This design comes from an exercise in tuning for small area, a short achievable clock period and few clock cycles per item on the open sky130 flow, not from production work.

==> run X: inputs <==
==> flow/design.v <==
`timescale 1ns/1ps
package cmul_types_pkg;
    localparam int ELEM_W    = 8;    
    localparam int RES_W     = 18;   
    localparam int RES_BYTES = 3;    
    localparam int ADDR_W    = 16;   
    localparam int REG_W     = 16;   
    typedef logic signed [ELEM_W-1:0] elem_t;       
    typedef logic signed [RES_W-1:0]  res_t;        
    typedef logic [ADDR_W-1:0]        addr_t;       
    typedef logic [REG_W-1:0]         reg_t;        
    typedef logic [2:0]               byte_cnt_t;   
endpackage
`timescale 1ns/1ps
package cmul_regmap_pkg;
    typedef enum logic [2:0] {
        OFS_OP1    = 3'd0,   
        OFS_OP2    = 3'd1,   
        OFS_RES    = 3'd2,   
        OFS_NUM_OP = 3'd3,   
        OFS_START  = 3'd4,   
        OFS_STATUS = 3'd5,   
        OFS_STATE  = 3'd6    
    } reg_offset_e;
    localparam int STS_DONE_BIT = 0;
    typedef enum logic [1:0] {
        ST_IDLE   = 2'd0,
        ST_RD_OPS = 2'd1,   
        ST_WORK   = 2'd2,   
        ST_WR_RES = 2'd3    
    } ctrl_state_e;
    localparam int OP_RD_BYTES  = 4;   
    localparam int RES_WR_BYTES = 6;   
    localparam int OP_STRIDE    = 2;   
    localparam int RES_STRIDE   = 6;   
endpackage
`timescale 1ns/1ps
module comp_mult_top
#(
    parameter logic [15:0] APB_BASE = '0   
) (
    input  logic        clk,
    input  logic        rst_n,
    input  logic [15:0] paddr,
    input  logic        pwrite,
    input  logic [15:0] pwdata,
    input  logic        psel,
    output logic        pready,
    output logic [15:0] prdata,
    output logic        pslverr,
    output logic        mem_ce,
    output logic        mem_we,
    output logic [15:0] mem_addr,
    output logic [7:0]  mem_wr_data,
    input  logic [7:0]  mem_rd_data
);
    logic [15:0] ofs_full;
    logic [2:0]  ofs;
    logic        in_range;
    logic        acc_ok;
    logic        wr_en;
    logic [15:0] num;        
    logic        num_nz;     
    logic        busy;       
    logic        done;
    logic        rd_q;       
    assign ofs_full = paddr - APB_BASE;
    assign in_range = (ofs_full[15:3] == 13'd0);
    assign ofs      = ofs_full[2:0];
    always_comb begin
        case (ofs)
            3'd0, 3'd1, 3'd2, 3'd3, 3'd4: acc_ok = pwrite;
            3'd5:                         acc_ok = 1'b1;
            3'd6:                         acc_ok = ~pwrite;
            default:                      acc_ok = 1'b0;
        endcase
    end
    assign wr_en = psel & pwrite & in_range & acc_ok;
    logic [15:0] wdat;
    logic        w_op1, w_op2, w_res, w_num, w_clr;
    always_ff @(posedge clk) begin
        wdat    <= pwdata;
        w_op1   <= wr_en & (ofs == 3'd0);
        w_op2   <= wr_en & (ofs == 3'd1);
        w_res   <= wr_en & (ofs == 3'd2);
        w_clr   <= wr_en & (ofs == 3'd5) & ~pwdata[0];
    end
    always_ff @(posedge clk or negedge rst_n) begin
        if (!rst_n)
            w_num <= 1'b0;
        else
            w_num <= wr_en & (ofs == 3'd3);
    end
    logic go;
    assign go     = wr_en & (ofs == 3'd4) & pwdata[0] & ~busy
                  & (w_num ? (wdat != 16'd0) : num_nz);
    assign pready = 1'b1;
    assign prdata = {15'd0, rd_q};
    always_ff @(posedge clk) begin
        rd_q <= ofs[1] ? busy : (done & ~w_clr);
    end
    logic [4:0]  jc;
    logic [9:0]  s;          
    logic        lastf;      
    logic        f0;         
    logic        fend;
    logic        fin;
    assign s[0] = ~jc[4] & ~jc[0];
    assign s[1] =  jc[0] & ~jc[1];
    assign s[2] =  jc[1] & ~jc[2];
    assign s[3] =  jc[2] & ~jc[3];
    assign s[4] =  jc[3] & ~jc[4];
    assign s[5] =  jc[4] &  jc[0];
    assign s[6] = ~jc[0] &  jc[1];
    assign s[7] = ~jc[1] &  jc[2];
    assign s[8] = ~jc[2] &  jc[3];
    assign s[9] = ~jc[3] &  jc[4];
    assign fend = lastf ? s[6] : s[9];
    assign fin  = busy & lastf & fend;
    logic       o_ce, o_we;
    logic       rd_n;
    logic [5:0] wb_n;
    logic       wr_n;
    assign rd_n = go | (busy & ~lastf & (s[0] | s[1] | s[2] | (s[9] & num_nz)));
    assign wb_n = {6{busy}} & (lastf ? s[5:0] : ({6{~f0}} & s[8:3]));
    assign wr_n = |wb_n;
    always_ff @(posedge clk or negedge rst_n) begin
        if (!rst_n) begin
            o_ce <= 1'b0;
            o_we <= 1'b0;
        end else begin
            o_ce <= rd_n | wr_n;
            o_we <= wr_n;
        end
    end
    assign mem_ce = o_ce;
    assign mem_we = o_we;
    logic [15:0] cur_ptr, nx1_ptr, nx2_ptr;
    logic [15:0] nxt;
    logic        rot;    
    assign nxt = cur_ptr + {15'd0, o_ce};   
    assign mem_addr = cur_ptr;
    always_ff @(posedge clk) begin
        rot <= busy & ~lastf & (s[0] | s[2] | (s[8] & num_nz));   
        if (w_op1)
            cur_ptr <= wdat;
        else
            cur_ptr <= rot ? nx1_ptr : nxt;
        if (w_op2)
            nx1_ptr <= wdat;
        else if (rot)
            nx1_ptr <= nx2_ptr;
        if (w_res)
            nx2_ptr <= wdat;
        else if (rot)
            nx2_ptr <= nxt;
        if (w_num)
            num <= wdat;
        else if (busy & ~lastf & s[3])
            num <= num - 16'd1;
    end
    always_ff @(posedge clk) begin
        if (go) begin
            jc    <= 5'd0;
            f0    <= 1'b1;
            lastf <= 1'b0;
        end else if (fend) begin
            jc    <= 5'd0;
            f0    <= 1'b0;
            lastf <= ~num_nz;
        end else begin
            jc    <= {jc[3:0], ~jc[4]};
        end
    end
    always_ff @(posedge clk or negedge rst_n) begin
        if (!rst_n) begin
            num_nz  <= 1'b0;
            busy    <= 1'b0;
            done    <= 1'b0;
            pslverr <= 1'b0;
        end else begin
            pslverr <= psel & ~(in_range & acc_ok);
            if (w_num)
                num_nz <= (wdat != 16'd0);
            else if (busy & ~lastf & s[3])
                num_nz <= (num != 16'd1);                           
            if (go)
                busy <= 1'b1;
            else if (fin)
                busy <= 1'b0;
            if (fin)
                done <= 1'b1;
            else if (w_clr)
                done <= 1'b0;
        end
    end
    logic signed [7:0]  opa;    
    logic signed [7:0]  opb;    
    logic signed [7:0]  opc;    
    logic signed [7:0]  opd;    
    logic signed [11:0] prod;   
    logic               p_hi;   
    logic signed [16:0] acc;    
    logic signed [16:0] res;    
    always_ff @(posedge clk) begin
        if (s[1]) opa <= mem_rd_data;
        if (s[2]) opb <= mem_rd_data;
        if (s[3]) opc <= mem_rd_data;
        if (s[4]) opd <= mem_rd_data;
    end
    logic [7:0] mcand;
    logic [1:0] bneg, bone, btwo;
    logic       acc_first;           
    logic       nx_d, nx_hi, nx_neg, nx_none;
    logic [7:0] nx_src;
    logic [3:0] nx_nib;
    logic       nx_m1;
    logic [2:0] trip0, trip1;
    assign nx_d   = s[6] | s[7] | s[0] | s[1];
    assign nx_hi  = s[5] | s[7] | s[9] | s[1];
    assign nx_neg = s[0] | s[1];
    assign nx_src = nx_d ? opd : opc;
    assign nx_nib = nx_hi ? nx_src[7:4] : nx_src[3:0];
    assign nx_m1  = nx_hi & nx_src[3];
    assign nx_none = s[2] | s[3];
    assign trip0  = {nx_nib[1:0], nx_m1} & {3{~nx_none}};
    assign trip1  = nx_nib[3:1] & {3{~nx_none}};
    always_ff @(posedge clk) begin
        mcand     <= (s[4] | s[5] | s[0] | s[1]) ? opb : opa;
        bone[0]   <= trip0[1] ^ trip0[0];
        btwo[0]   <= (trip0[2] & ~trip0[1] & ~trip0[0]) | (~trip0[2] & trip0[1] & trip0[0]);
        bneg[0]   <= (trip0[2] & ~(trip0[1] & trip0[0])) ^ nx_neg;
        bone[1]   <= trip1[1] ^ trip1[0];
        btwo[1]   <= (trip1[2] & ~trip1[1] & ~trip1[0]) | (~trip1[2] & trip1[1] & trip1[0]);
        bneg[1]   <= (trip1[2] & ~(trip1[1] & trip1[0])) ^ nx_neg;
        p_hi      <= s[6] | s[8] | s[0] | s[2];
        acc_first <= s[5] | s[9];                                   
    end
    logic [8:0]  pm0, pm1, px0, px1;
    logic [11:0] row0, row1, row2;
    assign pm0  = bone[0] ? {mcand[7], mcand} : (btwo[0] ? {mcand, 1'b0} : 9'd0);
    assign pm1  = bone[1] ? {mcand[7], mcand} : (btwo[1] ? {mcand, 1'b0} : 9'd0);
    assign px0  = pm0 ^ {9{bneg[0]}};
    assign px1  = pm1 ^ {9{bneg[1]}};
    assign row0 = {{3{px0[8]}}, px0};
    assign row1 = {px1[8], px1, 1'b0, bneg[0]};
    assign row2 = {9'd0, bneg[1], 2'b00};
    logic [11:0] ca, cb, psum;
    assign ca = row0 ^ row1 ^ row2;
    assign cb = {(row0[10:0] & row1[10:0]) | (row0[10:0] & row2[10:0]) | (row1[10:0] & row2[10:0]), 1'b0};
    always_comb begin
        logic [11:0] g, p, gn, pn;
        g = ca & cb;
        p = ca ^ cb;
        for (int d = 1; d < 12; d = d * 2) begin
            gn = g;
            pn = p;
            for (int i = d; i < 12; i++) begin
                gn[i] = g[i] | (p[i] & g[i-d]);
                pn[i] = p[i] & p[i-d];
            end
            g = gn;
            p = pn;
        end
        psum = ca ^ cb ^ {g[10:0], 1'b0};
    end
    logic signed [16:0] acc_in;
    logic signed [16:0] p_ext;
    logic signed [16:0] sum;
    assign acc_in = acc_first ? 17'sd0 : acc;
    assign p_ext  = p_hi ? {prod[11], prod, 4'd0} : {{5{prod[11]}}, prod};
    always_comb begin
        logic [16:0] g, p, gn, pn;
        g = acc_in & p_ext;
        p = acc_in ^ p_ext;
        for (int d = 1; d < 17; d = d * 2) begin
            gn = g;
            pn = p;
            for (int i = d; i < 17; i++) begin
                gn[i] = g[i] | (p[i] & g[i-d]);
                pn[i] = p[i] & p[i-d];
            end
            g = gn;
            p = pn;
        end
        sum = acc_in ^ p_ext ^ {g[15:0], 1'b0};
    end
    always_ff @(posedge clk) begin
        prod <= psum;
        acc <= sum;
        if (s[0] | s[6]) res <= acc;
    end
    logic [7:0] wd_q;
    logic [7:0] res_top, acc_top;
    assign res_top = {6'd0, res[16], res[16]};
    assign acc_top = {6'd0, acc[16], acc[16]};
    always_ff @(posedge clk) begin
        if (lastf)
            wd_q <= ({8{s[0]}} & acc[7:0])
                  | ({8{s[1]}} & res[15:8])
                  | ({8{s[2]}} & res_top)
                  | ({8{s[3]}} & sum[7:0])
                  | ({8{s[4]}} & acc[15:8])
                  | ({8{s[5]}} & acc_top);
        else
            wd_q <= ({8{s[3]}} & res[7:0])
                  | ({8{s[4] | s[7]}} & res[15:8])
                  | ({8{s[5] | s[8]}} & res_top)
                  | ({8{s[6]}} & acc[7:0]);
    end
    assign mem_wr_data = wd_q;
endmodule
==> flow/flow/run.sh <==
#!/bin/bash
# standard layout, with plain buffers on the ports
set -euo pipefail
bash standard.sh BUFFER_PORTS_ARGS="-buffer_cell sky130_fd_sc_hd__buf_2" finish > standard.log 2>&1
==> flow/standard.sh <==
#!/bin/bash
# synth_recipe.tcl (not shown) runs the flow's synth.tcl, then flattens the netlist and writes it again
# the make line also repeats each setting of config.mk as NAME=value (left out here)
make -C /OpenROAD-flow-scripts/flow DESIGN_CONFIG=/design/flow/config.mk WORK_HOME=/design/flow/orfs CLKGATE_MAP_FILE= SYNTH_SCRIPT=/design/flow/synth_recipe.tcl "${@:-finish}"
==> flow/config.mk <==
export PLATFORM = sky130hd
export DESIGN_NAME = comp_mult_top
export DESIGN_NICKNAME = comp_mult_top
export VERILOG_FILES = /design/flow/design.v
export SDC_FILE = /design/flow/constraint.sdc
export NUM_CORES = 4
export LEC_CHECK = 0
export ABC_AREA = 1
export CAP_MARGIN = 20
export CORE_MARGIN = 2
export CORE_UTILIZATION = 40
export CTS_BUF_LIST = sky130_fd_sc_hd__clkbuf_16
export CTS_CLUSTER_DIAMETER = 180
export CTS_CLUSTER_SIZE = 28
export PLACE_DENSITY = 0.7
export SETUP_SLACK_MARGIN = 3.95
export SLEW_MARGIN = 20
==> flow/constraint.sdc <==
create_clock -name core_clock -period 6.5 [get_ports {clk}]
set_input_delay 1.3000 -clock core_clock [delete_from_list [all_inputs] [get_ports {clk}]]
set_output_delay 1.3000 -clock core_clock [all_outputs]
set_load 0.01 [all_outputs]
==> run K (differences from run X) <==
--- a/flow/design.v
+++ b/flow/design.v
@@ -36,4 +36,73 @@
 endpackage
 `timescale 1ns/1ps
+module cmul_apb_dec
+#(
+    parameter logic [15:0] APB_BASE = '0   
+) (
+    input  logic [15:0] paddr,
+    input  logic        pwrite,
+    input  logic        psel,
+    input  logic        wd0,        
+    output logic        wr_op1,
+    output logic        wr_op2,
+    output logic        wr_res,
+    output logic        wr_num,
+    output logic        wr_start,   
+    output logic        wr_clr,     
+    output logic        err,        
+    output logic        rd_state    
+);
+    logic [15:0] ofs_full;
+    logic [2:0]  ofs;
+    logic        in_range;
+    logic        acc_ok;
+    logic        wr_en;
+    assign ofs_full = paddr - APB_BASE;
+    assign in_range = (ofs_full[15:3] == 13'd0);
+    assign ofs      = ofs_full[2:0];
+    always_comb begin
+        case (ofs)
+            3'd0, 3'd1, 3'd2, 3'd3, 3'd4: acc_ok = pwrite;
+            3'd5:                         acc_ok = 1'b1;
+            3'd6:                         acc_ok = ~pwrite;
+            default:                      acc_ok = 1'b0;
+        endcase
+    end
+    assign wr_en    = psel & pwrite & in_range & acc_ok;
+    assign wr_op1   = wr_en & (ofs == 3'd0);
+    assign wr_op2   = wr_en & (ofs == 3'd1);
+    assign wr_res   = wr_en & (ofs == 3'd2);
+    assign wr_num   = wr_en & (ofs == 3'd3);
+    assign wr_start = wr_en & (ofs == 3'd4) & wd0;
+    assign wr_clr   = wr_en & (ofs == 3'd5) & ~wd0;
+    assign err      = psel & ~(in_range & acc_ok);
+    assign rd_state = ofs[1];
+endmodule
+`timescale 1ns/1ps
+module cmul_ks_add #(
+    parameter int W = 12
+) (
+    input  logic [W-1:0] a,
+    input  logic [W-1:0] b,
+    output logic [W-1:0] s
+);
+    always_comb begin
+        logic [W-1:0] g, p, gn, pn;
+        g = a & b;
+        p = a ^ b;
+        for (int d = 1; d < W; d = d * 2) begin
+            gn = g;
+            pn = p;
+            for (int i = d; i < W; i++) begin
+                gn[i] = g[i] | (p[i] & g[i-d]);
+                pn[i] = p[i] & p[i-d];
+            end
+            g = gn;
+            p = pn;
+        end
+        s = a ^ b ^ {g[W-2:0], 1'b0};
+    end
+endmodule
+`timescale 1ns/1ps
 module comp_mult_top
 #(
@@ -55,9 +124,4 @@
     input  logic [7:0]  mem_rd_data
 );
-    logic [15:0] ofs_full;
-    logic [2:0]  ofs;
-    logic        in_range;
-    logic        acc_ok;
-    logic        wr_en;
     logic [15:0] num;        
     logic        num_nz;     
@@ -65,38 +129,35 @@
     logic        done;
     logic        rd_q;       
-    assign ofs_full = paddr - APB_BASE;
-    assign in_range = (ofs_full[15:3] == 13'd0);
-    assign ofs      = ofs_full[2:0];
-    always_comb begin
-        case (ofs)
-            3'd0, 3'd1, 3'd2, 3'd3, 3'd4: acc_ok = pwrite;
-            3'd5:                         acc_ok = 1'b1;
-            3'd6:                         acc_ok = ~pwrite;
-            default:                      acc_ok = 1'b0;
-        endcase
-    end
-    assign wr_en = psel & pwrite & in_range & acc_ok;
+    logic        wr_op1, wr_op2, wr_res, wr_num, wr_start, wr_clr, acc_err, rd_state;
+    cmul_apb_dec #(
+        .APB_BASE (APB_BASE)
+    ) i_apb_dec (
+        .paddr    (paddr),
+        .pwrite   (pwrite),
+        .psel     (psel),
+        .wd0      (pwdata[0]),
+        .wr_op1   (wr_op1),
+        .wr_op2   (wr_op2),
+        .wr_res   (wr_res),
+        .wr_num   (wr_num),
+        .wr_start (wr_start),
+        .wr_clr   (wr_clr),
+        .err      (acc_err),
+        .rd_state (rd_state)
+    );
     logic [15:0] wdat;
     logic        w_op1, w_op2, w_res, w_num, w_clr;
-    always_ff @(posedge clk) begin
-        wdat    <= pwdata;
-        w_op1   <= wr_en & (ofs == 3'd0);
-        w_op2   <= wr_en & (ofs == 3'd1);
-        w_res   <= wr_en & (ofs == 3'd2);
-        w_clr   <= wr_en & (ofs == 3'd5) & ~pwdata[0];
-    end
-    always_ff @(posedge clk or negedge rst_n) begin
-        if (!rst_n)
-            w_num <= 1'b0;
-        else
-            w_num <= wr_en & (ofs == 3'd3);
-    end
+    assign wdat  = pwdata;
+    assign w_op1 = wr_op1;
+    assign w_op2 = wr_op2;
+    assign w_res = wr_res;
+    assign w_num = wr_num;
+    assign w_clr = wr_clr;
     logic go;
-    assign go     = wr_en & (ofs == 3'd4) & pwdata[0] & ~busy
-                  & (w_num ? (wdat != 16'd0) : num_nz);
+    assign go     = wr_start & ~busy & num_nz;
     assign pready = 1'b1;
     assign prdata = {15'd0, rd_q};
     always_ff @(posedge clk) begin
-        rd_q <= ofs[1] ? busy : (done & ~w_clr);
+        rd_q <= rd_state ? busy : done;
     end
     logic [4:0]  jc;
@@ -165,4 +226,6 @@
             f0    <= 1'b1;
             lastf <= 1'b0;
+        end else if (f0 & s[3]) begin
+            jc    <= 5'b11111;                                      
         end else if (fend) begin
             jc    <= 5'd0;
@@ -180,5 +243,5 @@
             pslverr <= 1'b0;
         end else begin
-            pslverr <= psel & ~(in_range & acc_ok);
+            pslverr <= acc_err;
             if (w_num)
                 num_nz <= (wdat != 16'd0);
@@ -207,5 +270,5 @@
         if (s[2]) opb <= mem_rd_data;
         if (s[3]) opc <= mem_rd_data;
-        if (s[4]) opd <= mem_rd_data;
+        if (s[4] | (f0 & s[5])) opd <= mem_rd_data;
     end
     logic [7:0] mcand;
@@ -220,12 +283,12 @@
     assign nx_hi  = s[5] | s[7] | s[9] | s[1];
     assign nx_neg = s[0] | s[1];
-    assign nx_src = nx_d ? opd : opc;
+    assign nx_src = (f0 & s[3]) ? mem_rd_data : (nx_d ? opd : opc);   
     assign nx_nib = nx_hi ? nx_src[7:4] : nx_src[3:0];
     assign nx_m1  = nx_hi & nx_src[3];
-    assign nx_none = s[2] | s[3];
+    assign nx_none = (s[2] | s[3]) & ~(f0 & s[3]);
     assign trip0  = {nx_nib[1:0], nx_m1} & {3{~nx_none}};
     assign trip1  = nx_nib[3:1] & {3{~nx_none}};
     always_ff @(posedge clk) begin
-        mcand     <= (s[4] | s[5] | s[0] | s[1]) ? opb : opa;
+        mcand     <= (s[4] | s[5] | s[0] | s[1] | (f0 & s[3])) ? opb : opa;
         bone[0]   <= trip0[1] ^ trip0[0];
         btwo[0]   <= (trip0[2] & ~trip0[1] & ~trip0[0]) | (~trip0[2] & trip0[1] & trip0[0]);
@@ -249,20 +312,5 @@
     assign ca = row0 ^ row1 ^ row2;
     assign cb = {(row0[10:0] & row1[10:0]) | (row0[10:0] & row2[10:0]) | (row1[10:0] & row2[10:0]), 1'b0};
-    always_comb begin
-        logic [11:0] g, p, gn, pn;
-        g = ca & cb;
-        p = ca ^ cb;
-        for (int d = 1; d < 12; d = d * 2) begin
-            gn = g;
-            pn = p;
-            for (int i = d; i < 12; i++) begin
-                gn[i] = g[i] | (p[i] & g[i-d]);
-                pn[i] = p[i] & p[i-d];
-            end
-            g = gn;
-            p = pn;
-        end
-        psum = ca ^ cb ^ {g[10:0], 1'b0};
-    end
+    cmul_ks_add #(.W(12)) i_prod_add (.a(ca), .b(cb), .s(psum));
     logic signed [16:0] acc_in;
     logic signed [16:0] p_ext;
@@ -270,20 +318,5 @@
     assign acc_in = acc_first ? 17'sd0 : acc;
     assign p_ext  = p_hi ? {prod[11], prod, 4'd0} : {{5{prod[11]}}, prod};
-    always_comb begin
-        logic [16:0] g, p, gn, pn;
-        g = acc_in & p_ext;
-        p = acc_in ^ p_ext;
-        for (int d = 1; d < 17; d = d * 2) begin
-            gn = g;
-            pn = p;
-            for (int i = d; i < 17; i++) begin
-                gn[i] = g[i] | (p[i] & g[i-d]);
-                pn[i] = p[i] & p[i-d];
-            end
-            g = gn;
-            p = pn;
-        end
-        sum = acc_in ^ p_ext ^ {g[15:0], 1'b0};
-    end
+    cmul_ks_add #(.W(17)) i_acc_add (.a(acc_in), .b(p_ext), .s(sum));
     always_ff @(posedge clk) begin
         prod <= psum;
CTS_CLUSTER_DIAMETER = 150   (was 180)
CTS_CLUSTER_SIZE = 24   (was 28)
PLACE_DENSITY = not set   (was 0.7)
SETUP_SLACK_MARGIN = 4.0   (was 3.95)
SYNTH_HIERARCHICAL = 1   (was not set)
==> summary.txt <==
Clock-buffer cell count: run K is higher than run X (6). Flip-flop and latch count: run K is lower than run X (21). Sequential share of layout area: run K is lower than run X (8.0 points). Against run K, the final cell count of run X is lower by about 13%. In run K the maximum frequency is smaller than in run X, by about 3%. Critical path depth is the same in run K and run X. Run X finished with timing, DRC and antenna clean. Run K completed with no timing, DRC or antenna violations. Via count: run K is higher than run X (11%). Against run K, the setup slack of run X is higher by 0.074 ns. Against run K, the cell area of run X is smaller by 9.8%.
No run of this note included a check of the RTL's function; only the layout flow was run.

-- port drivers added, routing unchanged --
The results above use ideal ports. As a check the final layouts listed here were re-extracted and re-timed, cells and wires unchanged. Step 1: set_driving_cell puts a clkbuf_16 on clk and a buf_2 on each other input, an assumption about the parent block. Step 2 moves the port delays by t, midway between the first and last clock arrival at a register: inputs arrive t later, outputs are due t later. That takes back most of the time a late clock gives input paths. a / b / c = ideal / step 1 / step 2; a / b = the first two.
| run | t (ns) | setup slack, ns | worst setup path after step 2 |
|---|---|---|---|
| run X | 0.502 | 4.065 / 4.061 / 3.994 | input to register |
| run K | 0.479 | 3.991 / 4.000 / 3.521 | input to register |
After both steps setup and hold are still met in every run listed. For run K, which loses most, drivers alone change the setup slack by +0.009 ns; drivers and shift together by -0.470 ns.
